Context: an optimization exercise on an open-source flow, tuned for small area, a short achievable clock period and few clock cycles. The choices shown serve that exercise and are no tape-out recipe.
In this exercise RTL edits were held to simulation tests only and were not proved equivalent to the original.
Power is estimated from default activity; no workload was simulated.

==> flow/design.v <==
`timescale 1ns/1ps
package cpu_pkg;
	localparam int WORD_W = 16;
	localparam int REG_ADDR_W = 3;
	localparam int NUM_REGS = 8;
	localparam int OPC_W = 5;
	localparam int SHAMT_W = 4;
	localparam int APB_ADDR_W = 8;
	localparam logic [APB_ADDR_W-1:0] CTRL_ADDR = 8'hff;  
	localparam int OPC_HI = 15;
	localparam int OPC_LO = 11;
	localparam int RS_HI = 10;
	localparam int RS_LO = 8;
	localparam int RD_HI = 7;
	localparam int RD_LO = 5;
	localparam int SH_HI = 4;
	localparam int SH_LO = 1;
	localparam logic [OPC_W-1:0] NOP = 5'd0;
	localparam logic [OPC_W-1:0] MOV = 5'd1;
	localparam logic [OPC_W-1:0] ADD = 5'd2;
	localparam logic [OPC_W-1:0] SUB = 5'd3;
	localparam logic [OPC_W-1:0] AND = 5'd4;
	localparam logic [OPC_W-1:0] OR  = 5'd5;
	localparam logic [OPC_W-1:0] NOT = 5'd6;
	localparam logic [OPC_W-1:0] INC = 5'd7;
	localparam logic [OPC_W-1:0] SHL = 5'd8;
	localparam logic [OPC_W-1:0] SHR = 5'd9;
	localparam logic [OPC_W-1:0] LDM = 5'd10;  
	localparam logic [OPC_W-1:0] IN  = 5'd11;
	localparam logic [OPC_W-1:0] OUT = 5'd12;
	localparam logic [OPC_W-1:0] HLT = 5'd13;
	localparam int DEC_W = OPC_W + 2 * REG_ADDR_W + SHAMT_W + 3 * WORD_W;
	localparam int EXEC_W = 1 + REG_ADDR_W + WORD_W + 1;
endpackage
`timescale 1ns/1ps
import cpu_pkg::*;
module register_file (
	input logic clk,
	input logic reset,
	input logic wb_we,
	input logic [cpu_pkg::REG_ADDR_W-1:0] wb_waddr,
	input logic [cpu_pkg::WORD_W-1:0] wb_wdata,
	input logic [cpu_pkg::REG_ADDR_W-1:0] rs_addr,
	input logic [cpu_pkg::REG_ADDR_W-1:0] rd_addr,
	output logic [cpu_pkg::WORD_W-1:0] rs_data,
	output logic [cpu_pkg::WORD_W-1:0] rd_data
);
	logic [WORD_W-1:0] regs [NUM_REGS];
	always_ff @(posedge clk) begin
		if (reset) begin
			for (int i = 0; i < NUM_REGS; i++) begin
				regs[i] <= '0;
			end
		end else if (wb_we) begin
			regs[wb_waddr] <= wb_wdata;
		end
	end
	always_comb begin
		if (wb_we && wb_waddr == rs_addr) begin
			rs_data = wb_wdata;
		end else begin
			rs_data = regs[rs_addr];
		end
		if (wb_we && wb_waddr == rd_addr) begin
			rd_data = wb_wdata;
		end else begin
			rd_data = regs[rd_addr];
		end
	end
endmodule
`timescale 1ns/1ps
import cpu_pkg::*;
module fetch_decode #(
	parameter int IMEM_DEPTH = 64  
) (
	input logic clk,
	input logic reset,
	input logic psel,
	input logic penable,
	input logic pwrite,
	input logic [cpu_pkg::APB_ADDR_W-1:0] paddr,
	input logic [cpu_pkg::WORD_W-1:0] pwdata,
	output logic [cpu_pkg::WORD_W-1:0] prdata,
	output logic pready,
	output logic pslverr,
	input logic wb_we,
	input logic [cpu_pkg::REG_ADDR_W-1:0] wb_waddr,
	input logic [cpu_pkg::WORD_W-1:0] wb_wdata,
	output logic [cpu_pkg::DEC_W-1:0] dec,
	output logic dec_valid
);
	localparam int IDX_W = (IMEM_DEPTH > 1) ? $clog2(IMEM_DEPTH) : 1;
	logic [WORD_W-1:0] imem [IMEM_DEPTH];
	logic [APB_ADDR_W-1:0] pc;
	logic [APB_ADDR_W-1:0] pc_plus1;
	logic [APB_ADDR_W-1:0] pc_step;
	logic running;
	logic halted;
	logic access;
	logic ctrl_sel;
	logic imem_sel;
	logic start;
	logic imem_we;
	logic [WORD_W-1:0] instr;
	logic [WORD_W-1:0] next_word;
	logic [OPC_W-1:0] opcode;
	logic [REG_ADDR_W-1:0] rs;
	logic [REG_ADDR_W-1:0] rd;
	logic [WORD_W-1:0] rs_val;
	logic [WORD_W-1:0] rd_val;
	assign access = psel & penable;
	assign ctrl_sel = (paddr == CTRL_ADDR);
	assign imem_sel = (paddr < IMEM_DEPTH);
	assign start = access & pwrite & ctrl_sel & pwdata[0];
	assign imem_we = access & pwrite & imem_sel & ~running;  
	assign pready = access;
	assign pslverr = access & ((~ctrl_sel & ~imem_sel) | (imem_sel & pwrite & running));
	always_comb begin
		if (ctrl_sel) begin
			prdata = {{(WORD_W-2){1'b0}}, halted, running};
		end else if (imem_sel) begin
			prdata = imem[paddr[IDX_W-1:0]];
		end else begin
			prdata = '0;
		end
	end
	always_ff @(posedge clk) begin
		if (imem_we) begin
			imem[paddr[IDX_W-1:0]] <= pwdata;
		end
	end
	assign pc_plus1 = pc + 1'b1;
	assign instr = (pc < IMEM_DEPTH) ? imem[pc[IDX_W-1:0]] : '0;
	assign next_word = (pc_plus1 < IMEM_DEPTH) ? imem[pc_plus1[IDX_W-1:0]] : '0;
	assign opcode = instr[OPC_HI:OPC_LO];
	assign rs = instr[RS_HI:RS_LO];
	assign rd = instr[RD_HI:RD_LO];
	assign pc_step = (opcode == LDM) ? APB_ADDR_W'(2) : APB_ADDR_W'(1);
	always_ff @(posedge clk) begin
		if (reset) begin
			pc <= '0;
			running <= 1'b0;
			halted <= 1'b0;
		end else if (start) begin
			pc <= '0;
			running <= 1'b1;
			halted <= 1'b0;
		end else if (running) begin
			if (opcode == HLT) begin
				running <= 1'b0;
				halted <= 1'b1;
			end else begin
				pc <= pc + pc_step;
			end
		end
	end
	register_file u_regs (
		.clk(clk),
		.reset(reset),
		.wb_we(wb_we),
		.wb_waddr(wb_waddr),
		.wb_wdata(wb_wdata),
		.rs_addr(rs),
		.rd_addr(rd),
		.rs_data(rs_val),
		.rd_data(rd_val)
	);
	assign dec = {opcode, rs, rd, instr[SH_HI:SH_LO], rs_val, rd_val, next_word};
	assign dec_valid = running & (opcode != HLT);  
endmodule
`timescale 1ns/1ps
module stage_reg #(
	parameter int WIDTH = 1
) (
	input logic clk,
	input logic reset,
	input logic [WIDTH-1:0] in_data,
	input logic in_valid,
	output logic [WIDTH-1:0] out_data,
	output logic out_valid
);
	always_ff @(posedge clk) begin
		if (reset) begin
			out_data <= '0;
			out_valid <= 1'b0;
		end else begin
			out_data <= in_data;
			out_valid <= in_valid;  
		end
	end
endmodule
`timescale 1ns/1ps
import cpu_pkg::*;
module execute_unit (
	input logic clk,
	input logic reset,
	input logic [cpu_pkg::DEC_W-1:0] dec,
	input logic dec_valid,
	output logic [cpu_pkg::EXEC_W-1:0] ex,
	output logic ex_valid,
	input logic [cpu_pkg::EXEC_W-1:0] wbs,
	input logic wbs_valid,
	output logic wb_we,
	output logic [cpu_pkg::REG_ADDR_W-1:0] wb_waddr,
	output logic [cpu_pkg::WORD_W-1:0] wb_wdata,
	input logic [cpu_pkg::WORD_W-1:0] in_value,
	output logic [cpu_pkg::WORD_W-1:0] out_value,
	output logic out_valid,
	output logic [2:0] flags  
);
	logic [OPC_W-1:0] d_opcode;
	logic [REG_ADDR_W-1:0] d_rs;
	logic [REG_ADDR_W-1:0] d_rd;
	logic [SHAMT_W-1:0] d_shamt;
	logic [WORD_W-1:0] d_rs_val;
	logic [WORD_W-1:0] d_rd_val;
	logic [WORD_W-1:0] d_imm;
	logic w_we;
	logic [REG_ADDR_W-1:0] w_rd;
	logic [WORD_W-1:0] w_result;
	logic w_is_out;
	logic [WORD_W-1:0] op_s;  
	logic [WORD_W-1:0] op_d;  
	logic [WORD_W-1:0] result;
	logic [WORD_W:0] wide;
	logic carry;
	logic alu_op;
	logic we;
	logic is_out;
	assign {d_opcode, d_rs, d_rd, d_shamt, d_rs_val, d_rd_val, d_imm} = dec;
	assign {w_we, w_rd, w_result, w_is_out} = wbs;
	assign op_s = (wbs_valid && w_we && w_rd == d_rs) ? w_result : d_rs_val;
	assign op_d = (wbs_valid && w_we && w_rd == d_rd) ? w_result : d_rd_val;
	always_comb begin
		wide = '0;
		result = '0;
		carry = flags[0];  
		alu_op = 1'b0;
		we = 1'b0;
		is_out = 1'b0;
		case (d_opcode)
			MOV: begin
				result = op_s;
				we = 1'b1;
			end
			ADD, SUB, INC: begin
				if (d_opcode == ADD) begin
					wide = {1'b0, op_d} + {1'b0, op_s};
				end else if (d_opcode == SUB) begin
					wide = {1'b0, op_d} - {1'b0, op_s};  
				end else begin
					wide = {1'b0, op_s} + 1'b1;
				end
				result = wide[WORD_W-1:0];
				carry = wide[WORD_W];
				alu_op = 1'b1;
				we = 1'b1;
			end
			AND, OR, NOT: begin
				if (d_opcode == AND) begin
					result = op_d & op_s;
				end else if (d_opcode == OR) begin
					result = op_d | op_s;
				end else begin
					result = ~op_s;
				end
				alu_op = 1'b1;
				we = 1'b1;
			end
			SHL: begin
				wide = {1'b0, op_s} << d_shamt;  
				result = wide[WORD_W-1:0];
				carry = wide[WORD_W];
				alu_op = 1'b1;
				we = 1'b1;
			end
			SHR: begin
				wide = {op_s, 1'b0} >> d_shamt;  
				result = wide[WORD_W:1];
				carry = wide[0];
				alu_op = 1'b1;
				we = 1'b1;
			end
			LDM: begin
				result = d_imm;
				we = 1'b1;
			end
			IN: begin
				result = in_value;
				we = 1'b1;
			end
			OUT: begin
				result = op_s;
				is_out = 1'b1;
			end
			default: begin
			end
		endcase
	end
	assign ex = {we, d_rd, result, is_out};
	assign ex_valid = dec_valid;
	always_ff @(posedge clk) begin
		if (reset) begin
			flags <= '0;
		end else if (dec_valid && alu_op) begin
			flags[2] <= (result == '0);
			flags[1] <= result[WORD_W-1];
			flags[0] <= carry;
		end
	end
	assign wb_we = wbs_valid & w_we;
	assign wb_waddr = w_rd;
	assign wb_wdata = w_result;
	always_ff @(posedge clk) begin
		if (reset) begin
			out_valid <= 1'b0;
			out_value <= '0;
		end else begin
			out_valid <= ex_valid & is_out;
			if (ex_valid && is_out) begin
				out_value <= result;
			end
		end
	end
endmodule
`timescale 1ns/1ps
import cpu_pkg::*;
module cpu_top #(
	parameter int IMEM_DEPTH = 64
) (
	input logic clk,
	input logic reset,
	input logic psel,
	input logic penable,
	input logic pwrite,
	input logic [7:0] paddr,
	input logic [15:0] pwdata,
	output logic [15:0] prdata,
	output logic pready,
	output logic pslverr,
	input logic [15:0] in_value,
	output logic [15:0] out_value,
	output logic out_valid,
	output logic [2:0] flags  
);
	logic wb_we;
	logic [REG_ADDR_W-1:0] wb_waddr;
	logic [WORD_W-1:0] wb_wdata;
	logic [DEC_W-1:0] dec_d;
	logic [DEC_W-1:0] dec_q;
	logic dec_d_valid;
	logic dec_q_valid;
	logic [EXEC_W-1:0] ex_d;
	logic [EXEC_W-1:0] ex_q;
	logic ex_d_valid;
	logic ex_q_valid;
	fetch_decode #(
		.IMEM_DEPTH(IMEM_DEPTH)
	) u_fetch (
		.clk(clk),
		.reset(reset),
		.psel(psel),
		.penable(penable),
		.pwrite(pwrite),
		.paddr(paddr),
		.pwdata(pwdata),
		.prdata(prdata),
		.pready(pready),
		.pslverr(pslverr),
		.wb_we(wb_we),
		.wb_waddr(wb_waddr),
		.wb_wdata(wb_wdata),
		.dec(dec_d),
		.dec_valid(dec_d_valid)
	);
	stage_reg #(.WIDTH(DEC_W)) u_de_reg (
		.clk(clk),
		.reset(reset),
		.in_data(dec_d),
		.in_valid(dec_d_valid),
		.out_data(dec_q),
		.out_valid(dec_q_valid)
	);
	stage_reg #(.WIDTH(EXEC_W)) u_ew_reg (
		.clk(clk),
		.reset(reset),
		.in_data(ex_d),
		.in_valid(ex_d_valid),
		.out_data(ex_q),
		.out_valid(ex_q_valid)
	);
	execute_unit u_exec (
		.clk(clk),
		.reset(reset),
		.dec(dec_q),
		.dec_valid(dec_q_valid),
		.ex(ex_d),
		.ex_valid(ex_d_valid),
		.wbs(ex_q),
		.wbs_valid(ex_q_valid),
		.wb_we(wb_we),
		.wb_waddr(wb_waddr),
		.wb_wdata(wb_wdata),
		.in_value(in_value),
		.out_value(out_value),
		.out_valid(out_valid),
		.flags(flags)
	);
endmodule
==> flow/run.sh <==
#!/bin/bash
# synth_recipe.tcl (not shown) runs the flow's synth.tcl, then flattens the netlist and writes it again
# the make line also repeats each setting of config.mk as NAME=value (left out here)
make -C /OpenROAD-flow-scripts/flow DESIGN_CONFIG=/design/flow/config.mk WORK_HOME=/design/flow/orfs CLKGATE_MAP_FILE= SYNTH_SCRIPT=/design/flow/synth_recipe.tcl finish
==> flow/config.mk <==
export PLATFORM = sky130hd
export DESIGN_NAME = cpu_top
export DESIGN_NICKNAME = cpu_top
export VERILOG_FILES = /design/flow/design.v
export SDC_FILE = /design/flow/constraint.sdc
export NUM_CORES = 4
export LEC_CHECK = 0
export CAP_MARGIN = 20
export CORE_MARGIN = 2
export CORE_UTILIZATION = 40
export SLEW_MARGIN = 20
==> flow/constraint.sdc <==
create_clock -name core_clock -period 8.0 [get_ports {clk}]
set_input_delay 1.6000 -clock core_clock [delete_from_list [all_inputs] [get_ports {clk}]]
set_output_delay 1.6000 -clock core_clock [all_outputs]
set_load 0.01 [all_outputs]
==> reports/qor.yml <==
logic_synthesis:
  yosysMostFrequentCell: "edfxtp_1"
  syn-num-nets: 4872
  synth_area_leaders: "edfxtp_1 49%, mux4_2 20%, a22oi_1 3.7%"
  ys_top_cells_by_count: "1,152 x edfxtp_1, 636 x mux4_2, 346 x a22oi_1, 273 x clkbuf_1, 249 x nor2_1"
  ys_warn_count: 5
  synth_edf_count: 1152
  yosysUniqueCellTypes: 85
  synth_area_leader_cell: "edfxtp_1"
  synth-async-reset-ratio: 0
  syn_avg_cell_area_sq_um: 14.7
  syn_inst: 4772
  ys_seq_area_frac: 0.528
  synth-seq-cells: 1273
  synth_top_area_frac: 0.493
  netlist_area_sq_um: 70200
  synth-main-ff-cell: "edfxtp_1"
placed_design:
  io_buffers: 82
  place_area_sq_um: 74300
  gp_congestion: 0.982
  dpl.cell_count: 6955
  hpwl_microns: 179000
status:
  outcome: "no timing/DRC/antenna violations"
detailed_routing:
  vias_per_cell: 7.22
  wl_per_cell_microns: 38.4
  vias: 52000
  drtIter0Drc: 8705
  antenna_violating_nets_post_route: 0
  route.detailed.drc: 0
  drt_pass1_iterations: 9
  wirelength_microns: 277000
clock_tree:
  post_cts_buffers: 0
  cts_resized: 0
  numCtsBuffers: 135
  clockBufferDepth: 3
  cts_max_level: 4
  cts.sinks: 1273
  clk_latency_ns: 0.81
  ctsRootBufferMaster: "clkbuf_16"
  cts.reportedPaths.clkPinSlew_ns: 0.05
  cts_tree: "built"
  holdBufCountCts: 0
global_routing:
  grt_pass1_vias: 49400
  grt_overflow: 0
  grt_max_degree: 79
  antenna_found_initial: 17
  grt_pass1_wl_microns: 385000
  grtUsageTotal: 0.302
floorplanning:
  design.die.area_sq_um: 179000
  core_area_sq_um: 174000
  die_w_microns: 423
  die_height_microns: 423
  rows: 153
  io_pins: 83
  initial_utilization: 0.403
sta:
  tightest_slew_ns: 1.22
  fin_crit_ns: 7.67
  max_freq_ghz: 0.130
  period_share: 0.959
  fin_skew_ns: 0.0390
  rsz0062_at_grt: "false"
  hold_slack_ns: 0.464
  finalSetupViolCount: 0
  drv_slew: 0
  fin_tns_setup_ns: 0
  finalHoldViolations: 0
  max_slew_margin: 0.182
layout:
  final_cells: 7208
  multiInputGateArea_sq_um: 31300
  fill_cells: 15100
  post-route-cell-area_sq_um: 78800
  drive_above_1_share: 0.261
  final_net_count: 4868
  regArea_sq_um: 37000
  area_delta_synth_final_pct: 12.3
hold_path:
  min-delay-path-class: "flop to flop"
power:
  p_leak_nw: 24.2
  p_per_area_nw_per_um2: 183
  peakVddDrop_mv: 0.207
setup_path:
  worstPathMaxFanout: 11
  worstSetupPathType: "input port to output pin"
  cp.arrival_ns: 6.07
  crit_required_ns: 6.40
  worstSetupStartpointType: "input port"
  cp-end-kind: "output pin"
run:
  drv_cap: 0
## cell usage in the layout, fill, tap and decap left out, drive strengths merged, types with 13 or more instances in the layout
cell type | Yosys | routed
nand3 | 49 | 49
and3 | 18 | 18
buf | 179 | 246
inv | 64 | 74
a22oi | 346 | 346
or3 | 16 | 16
o221ai | 39 | 39
xor2 | 18 | 18
nor4 | 37 | 37
nor3 | 65 | 65
nor2 | 253 | 253
mux2 | 74 | 74
edfxtp | 1152 | 1152
nand2b | 13 | 13
a311oi | 24 | 24
nand4 | 55 | 55
a211oi | 90 | 90
o21ai | 79 | 79
dfxtp | 121 | 121
mux4 | 636 | 636
a211o | 31 | 31
a41oi | 16 | 16
nor2b | 46 | 46
ha | 52 | 52
nand2 | 124 | 124
clkbuf | 273 | 178
clkinv | 3 | 49
clkdlybuf4s50 | 0 | 65
a22o | 95 | 95
a31oi | 94 | 94
and2 | 136 | 136
xnor2 | 21 | 21
o211ai | 13 | 13
a221oi | 103 | 103
a21oi | 119 | 119
mux2i | 173 | 173
or2 | 16 | 16
## flip-flops by register name (all words and copies together) (netlist names), named ones only
name and flops:
u_de_reg.out_data 63, u_de_reg.out_valid 1, u_ew_reg.out_data 20, u_ew_reg.out_valid 1, u_exec.flags 3, u_exec.out_valid 1
u_exec.out_value 16, u_fetch.halted 1, u_fetch.imem 1024, u_fetch.pc 8, u_fetch.running 1, u_fetch.u_regs.regs 128
## final timing paths
| check | slack, ns | start | cells past startpoint | endpoint |
|---|---|---|---|---|
| min reg2reg | 0.46 | u_exec.flags[2]$_SDFFE_PP0P_ | 2 | u_exec.flags[2]$_SDFFE_PP0P_ |
| min | 0.46 | u_exec.flags[2]$_SDFFE_PP0P_ | 2 | u_exec.flags[2]$_SDFFE_PP0P_ |
| max reg2reg | 1.82 | u_ew_reg.out_data[18]$_SDFF_PP0_ | 16 | u_exec.flags[2]$_SDFFE_PP0P_ |
| max | 0.33 | paddr[2] | 11 | prdata[8] |
## per-layer routing
layer	global-route usage	part of all wire	vias to the layer above
met2	0.458	0.45	4485
li1	-	-	20100
met3	0.0961	0.14	831
met1	0.389	0.35	26600
met4	0.157	0.060	28
met5	0	0.00069	-
## cell type report
class,count,area share
clock inverter,69,0.00925
multi-input combinational,2980,0.398
timing repair buffer,311,0.0362
tap,2325,0.0369
inverter,67,0.00319
antenna,5,0.000159
clock buffer,178,0.0463
sequential,1273,0.470
## critical path, stage by stage
cell and delay (ns):
clkdlybuf4s50_1 0.82, nand2_1 0.21, nor2_4 0.54, buf_4 0.34
buf_4 0.20, a22oi_1 0.10, a31oi_1 0.56, nor4_1 0.27
a21oi_1 0.64, buf_4 0.24, clkdlybuf4s50_1 0.53
## per-stage QoR
step | power, mW | util | setup WS, ns
after global routing | 14.7 | 0.452 | 0.404
after detailed placement | 8.19 | 0.427 | 0.515
final | 14.4 | 0.453 | 0.330
after floorplan | 7.79 | - | 2.82
after CTS | 14.4 | 0.452 | 0.510
after global placement | 8.18 | 0.427 | 0.402
## report_power, final
group	internal [mW]	total [mW]	switching (mW)
registers	7.28	7.32	0.0446
logic	0.221	0.759	0.538
clock network	3.59	6.34	2.75
total	11.1	14.4	3.33
## cells by family after synthesis
logic type / synth area share
flops: 0.528
compound gates: 0.120
mux: 0.241
simple gates: 0.0643
buf+inv: 0.0323
fa+ha+maj: 0.0101
xor+xnor: 0.00487
Testbench counts, summed over its fixed seeds: cycles 10,514.

-- what the ideal ports hide --
No port has a modelled driver above. Below, the same layout with a new extraction and two added sets of constraints.
Step 1, drivers: a clkbuf_16 drives clk and a buf_2 each remaining input, both assumed.
Step 2 adds t to the input delays and takes it off the output delays; t is the mean of the earliest and latest rising clock arrival at the registers after step 1. Input paths then give back, and output paths get back, about the clock's delay inside the block.
Slacks: ideal / step 1 / step 2; pairs: ideal / step 1.
t, ns: 0.881
slack for setup (ns): 0.330 / 0.303 / 0.303
worst setup path after step 2: input to output
latest minus earliest clock arrival (ns): 0.043 / 0.043
After both steps setup and hold are still met in this run. The setup slack of this run moves by -0.027 ns with the drivers and by -0.027 ns with both steps.
